From an optimization exercise on the open Yosys and OpenROAD flow, aimed at small area, a short achievable clock period and few clock cycles; shortcuts taken in it are not production practice. Only simulation tests tie the RTL to the original design; equivalence was not proved. No activity file was given, so power comes from the tool's default toggle rates.

## record_table_engine
module record_table_engine (
  input  logic        clk_i,
  input  logic        rst_ni,
  input  logic        in_valid_i,
  output logic        in_stall_o,
  input  logic [2:0]  cmd_i,
  input  logic [31:0] entry_id_i,
  input  logic [15:0] entry_score_i,
  input  logic [7:0]  entry_class_i,
  input  logic [63:0] entry_name_i,
  output logic        out_valid_o,
  input  logic        out_stall_i,
  output logic [1:0]  status_o,
  output logic [3:0]  position_o,
  output logic [31:0] out_id_o,
  output logic [15:0] out_score_o,
  output logic [7:0]  out_class_o,
  output logic [63:0] out_name_o,
  output logic [4:0]  count_o,
  output logic        last_o
);
  localparam int unsigned N = rte_pkg::TABLE_DEPTH;
  logic [119:0] tab_q [N];
  logic [4:0]   cnt_q, cnt_d;
  logic [N-1:0] vld_q, vld_d;         
  logic         stall_q, stall_d;
  logic         sort_q, sort_d;       
  logic         view_q, view_d;       
  logic         par_q;                
  logic [3:0]   vpos_q, vpos_d;       
  logic         ov_q, ov_d;
  logic [1:0]   ost_q;
  logic [3:0]   opos_q;
  logic [4:0]   ocnt_q;
  logic         olast_q;
  logic [119:0] orec_q;
  logic         sv_q, sv_d;
  logic [1:0]   sst_q;
  logic [3:0]   spos_q;
  logic [4:0]   scnt_q;
  logic         acc, ofree, push, vload, full;
  logic         is_app, is_pre, is_find, is_rem, is_sort, is_view;
  logic         f_app, f_pre, f_rem, sorting, viewing;
  logic [3:0]   vcur;
  logic         vis_last;
  logic [1:0]   r_st;
  logic [3:0]   r_pos;
  logic [4:0]   r_cnt;
  logic [N-1:0] match, mpre;
  logic         any_match;
  logic [3:0]   mpos;
  logic [N-2:0] inv, swp;
  logic         sorted;
  logic [N:0]   vx;                   
  logic [119:0] in_rec, bus;
  logic [N-1:0] s_hold, s_bus, s_prev, s_next;
  function automatic logic score_gt(input logic [15:0] a, input logic [15:0] b);
    logic [15:0] g, e;
    g = a & ~b;
    e = ~(a ^ b);
    for (int w = 1; w < 16; w = w * 2) begin
      for (int k = 0; k < 16; k = k + 2 * w) begin
        g[k] = g[k + w] | (e[k + w] & g[k]);
        e[k] = e[k + w] & e[k];
      end
    end
    score_gt = g[0];
  endfunction
  assign acc     = in_valid_i && !stall_q;
  assign ofree   = !ov_q || !out_stall_i;
  ...
Size in the first run: ~11000 cells after synthesis, ~2100 flip-flops, about 260 I/O pins.
Settings: LEC_CHECK=0, CAP_MARGIN=20, CORE_MARGIN=2, CORE_UTILIZATION=55, CTS_BUF_LIST=sky130_fd_sc_hd__clkbuf_4, SETUP_SLACK_MARGIN=2.0, SLEW_MARGIN=20, SYNTH_HIERARCHICAL=1, TNS_END_PERCENT=20; clock period 6.0 ns.
standard.sh (not shown) runs the stock make flow with config.mk's settings and CLKGATE_MAP_FILE= SYNTH_SCRIPT=/design/flow/synth_recipe.tcl, a recipe that flattens the netlist after the stock synthesis.
==> flow/flow/run.sh <==
#!/bin/bash
# Layout flow: the standard layout (standard.sh, the ORFS flow from the
# standard synthesis to the final DEF), with one change: buffer_ports puts a
# plain buffer (buf_4) on every input and output port instead of the delay
# cell it picks by default.  Each ORFS step keeps its own log under
# orfs/logs/; make's own output goes to standard.log here.
set -euo pipefail
export BUFFER_PORTS_ARGS="-buffer_cell sky130_fd_sc_hd__buf_4"
bash standard.sh > standard.log 2>&1
Testbench counts at the start, summed over its fixed seeds: cycles 9,586.
Then changed:
--- a/flow/design.v
+++ b/flow/design.v
@@ -51,14 +51,17 @@
   logic [4:0]   cnt_q, cnt_d;
   logic [N-1:0] vld_q, vld_d;         
   logic         stall_q, stall_d;
   logic         sort_q, sort_d;       
   logic         view_q, view_d;       
   logic         par_q;                
   logic [3:0]   vpos_q, vpos_d;       
+  logic         rmp_q, rmp_d;         
+  logic [N-1:0] rmk_q, rmk_d;         
+  logic         sinit_q, sinit_d;     
   logic         ov_q, ov_d;
   logic [1:0]   ost_q;
   logic [3:0]   opos_q;
   logic [4:0]   ocnt_q;
   logic         olast_q;
   logic [119:0] orec_q;
   logic         sv_q, sv_d;
@@ -69,15 +72,15 @@
   logic         is_app, is_pre, is_find, is_rem, is_sort, is_view;
   logic         f_app, f_pre, f_rem, sorting, viewing;
   logic [3:0]   vcur;
   logic         vis_last;
   logic [1:0]   r_st;
   logic [3:0]   r_pos;
   logic [4:0]   r_cnt;
-  logic [N-1:0] match, mpre;
+  logic [N-1:0] idm, match, mpre;
   logic         any_match;
   logic [3:0]   mpos;
   logic [N-2:0] inv, swp;
   logic         sorted;
   logic [N:0]   vx;                   
   logic [119:0] in_rec, bus;
   logic [N-1:0] s_hold, s_bus, s_prev, s_next;
@@ -101,23 +104,25 @@
   assign is_find = (cmd_i == rte_pkg::CMD_FIND);
   assign is_rem  = (cmd_i == rte_pkg::CMD_REMOVE);
   assign is_sort = (cmd_i == rte_pkg::CMD_SORT);
   assign is_view = (cmd_i == rte_pkg::CMD_VIEW);
   assign f_app   = acc && is_app && !full;
   assign f_pre   = acc && is_pre && !full;
   assign f_rem   = acc && is_rem;
-  assign sorting = sort_q || (acc && is_sort);
+  assign sorting = sort_q || sinit_q || (acc && is_sort && !rmp_q);
   assign viewing = view_q || (acc && is_view && vld_q[0]);
-  assign vload   = viewing && !sv_q && ofree;
+  assign vload   = viewing && !sv_q && ofree && !rmp_q;
   assign vcur    = view_q ? vpos_q : 4'd0;
   assign vis_last = (5'(vcur) + 5'd1 == cnt_q);
   assign vx      = {1'b0, vld_q};
   always_comb begin
     for (int i = 0; i < N; i++)
-      match[i] = vld_q[i] && (tab_q[i][119:88] == entry_id_i);
+      idm[i] = (tab_q[i][119:88] == entry_id_i);
+    for (int i = 0; i < N; i++)
+      match[i] = vld_q[i] && ((rmp_q && rmk_q[i]) ? ((i < N - 1) && idm[(i + 1) % N]) : idm[i]);
     mpre[0] = match[0];
     for (int i = 1; i < N; i++) mpre[i] = mpre[i-1] | match[i];
     any_match = mpre[N-1];
     mpos = '0;
     for (int i = N - 1; i >= 0; i--) if (match[i]) mpos = 4'(i);
     for (int i = 0; i < N - 1; i++) begin
       inv[i] = vld_q[i+1] && score_gt(tab_q[i+1][87:72], tab_q[i][87:72]);
@@ -125,19 +130,21 @@
     end
     sorted = ~|inv;
   end
   assign in_rec = {entry_id_i, entry_score_i, entry_class_i, entry_name_i};
   assign bus    = viewing ? tab_q[0] : in_rec;
   always_comb begin
     for (int i = 0; i < N; i++) begin
-      s_next[i] = (i < N - 1) && ((f_rem && mpre[i]) || swp[i % (N - 1)] || (vload && vx[i+1]));
-      s_prev[i] = (i > 0) && (f_pre || swp[(i + N - 2) % (N - 1)]);
       s_bus[i]  = (f_app && !vld_q[i] && (i == 0 || vld_q[(i + N - 1) % N]))
                || (f_pre && i == 0)
                || (vload && vld_q[i] && !vx[i+1]);
+      s_next[i] = (i < N - 1) && ((rmp_q && rmk_q[i] && !f_pre && !s_bus[i])
+                                  || swp[i % (N - 1)] || (vload && vx[i+1]));
+      s_prev[i] = (i > 0) && ((f_pre && !(rmp_q && rmk_q[(i + N - 1) % N]))
+                              || swp[(i + N - 2) % (N - 1)]);
       s_hold[i] = !(s_next[i] || s_prev[i] || s_bus[i]);
     end
   end
   for (genvar i = 0; i < N; i++) begin : g_ent
     rte_entry u_ent (
       .clk_i  (clk_i),
       .hold_i (s_hold[i]),
@@ -166,22 +173,28 @@
       vld_d = {vld_q[N-2:0], 1'b1};
     end else if (f_rem && any_match) begin
       cnt_d = cnt_q - 5'd1;
       vld_d = {1'b0, vld_q[N-1:1]};
     end
     if ((is_app || is_pre) && !full) r_cnt = cnt_q + 5'd1;
     if (is_rem && any_match)         r_cnt = cnt_q - 5'd1;
-    sort_d = sorting && !sorted;
+    rmp_d   = f_rem && any_match;
+    rmk_d   = mpre;
+    sinit_d = acc && is_sort && rmp_q;
+    sort_d  = sorting && !sorted;
     view_d = viewing && !(vload && vis_last);
     vpos_d = vload ? vcur + 4'd1 : vcur;
     if (!viewing) vpos_d = vpos_q;
   end
   assign sv_d    = !ofree && (sv_q || push);
   assign ov_d    = ofree ? (push || sv_q || vload) : 1'b1;
-  assign stall_d = sort_d || view_d || sv_d;
+  assign stall_d = sort_d || sinit_d || view_d || sv_d;
+  always_ff @(posedge clk_i) begin
+    rmk_q <= rmk_d;
+  end
   always_ff @(posedge clk_i) begin
     if (ofree) begin
       if (sv_q) begin
         ost_q   <= sst_q;
         opos_q  <= spos_q;
         ocnt_q  <= scnt_q;
         olast_q <= 1'b1;
@@ -211,24 +224,28 @@
       cnt_q   <= '0;
       vld_q   <= '0;
       stall_q <= 1'b0;
       sort_q  <= 1'b0;
       view_q  <= 1'b0;
       par_q   <= 1'b0;
       vpos_q  <= '0;
+      rmp_q   <= 1'b0;
+      sinit_q <= 1'b0;
       ov_q    <= 1'b0;
       sv_q    <= 1'b0;
     end else begin
       cnt_q   <= cnt_d;
       vld_q   <= vld_d;
       stall_q <= stall_d;
       sort_q  <= sort_d;
       view_q  <= view_d;
       par_q   <= par_q ^ sorting;
       vpos_q  <= vpos_d;
+      rmp_q   <= rmp_d;
+      sinit_q <= sinit_d;
       ov_q    <= ov_d;
       sv_q    <= sv_d;
     end
   end
   assign in_stall_o  = stall_q;
   assign out_valid_o = ov_q;
   assign status_o    = ost_q;
After rerunning: Core utilization goes down by 0.99 points; cell count goes down slightly; non-clock buffer count goes down by 120; combinational power goes up by well over a third; register-to-register slack gets better by 30 ps; setup slack gets better by 25 ps; worst hold slack gets better by 53 ps; clock power goes up by a few percent.
Testbench counts after the change, summed over its fixed seeds: cycles 9,680.

## what the ideal ports hide
How much do the figures lean on ideal ports? The routed layouts below were timed once more, with nothing changed but the port constraints.
Step 1 sets driving cells, clkbuf_16 on the clock port and buf_2 on the other inputs (assumed; they add their load-dependent delay and slew).
Step 2 also shifts input and output timing later by t, the mid clock arrival at the registers, as if the neighbouring blocks saw the same clock.
Slacks: ideal / step 1 / step 2; pairs: ideal / step 1.
run | shift t [ns] | setup WS [ns] | worst hold slack (ns) | worst setup path at the end
the first run | 1.645 | 1.769 / 1.769 / 0.595 | 0.044 / 0.144 / 0.451 | input to register
the second run | 1.579 | 1.795 / 1.795 / 0.707 | 0.097 / 0.116 / 0.417 | input to register
After both steps every run listed still meets setup and hold. The setup slack of the first run, which loses most, moves by 0.000 ns with the drivers and by -1.174 ns with both steps.
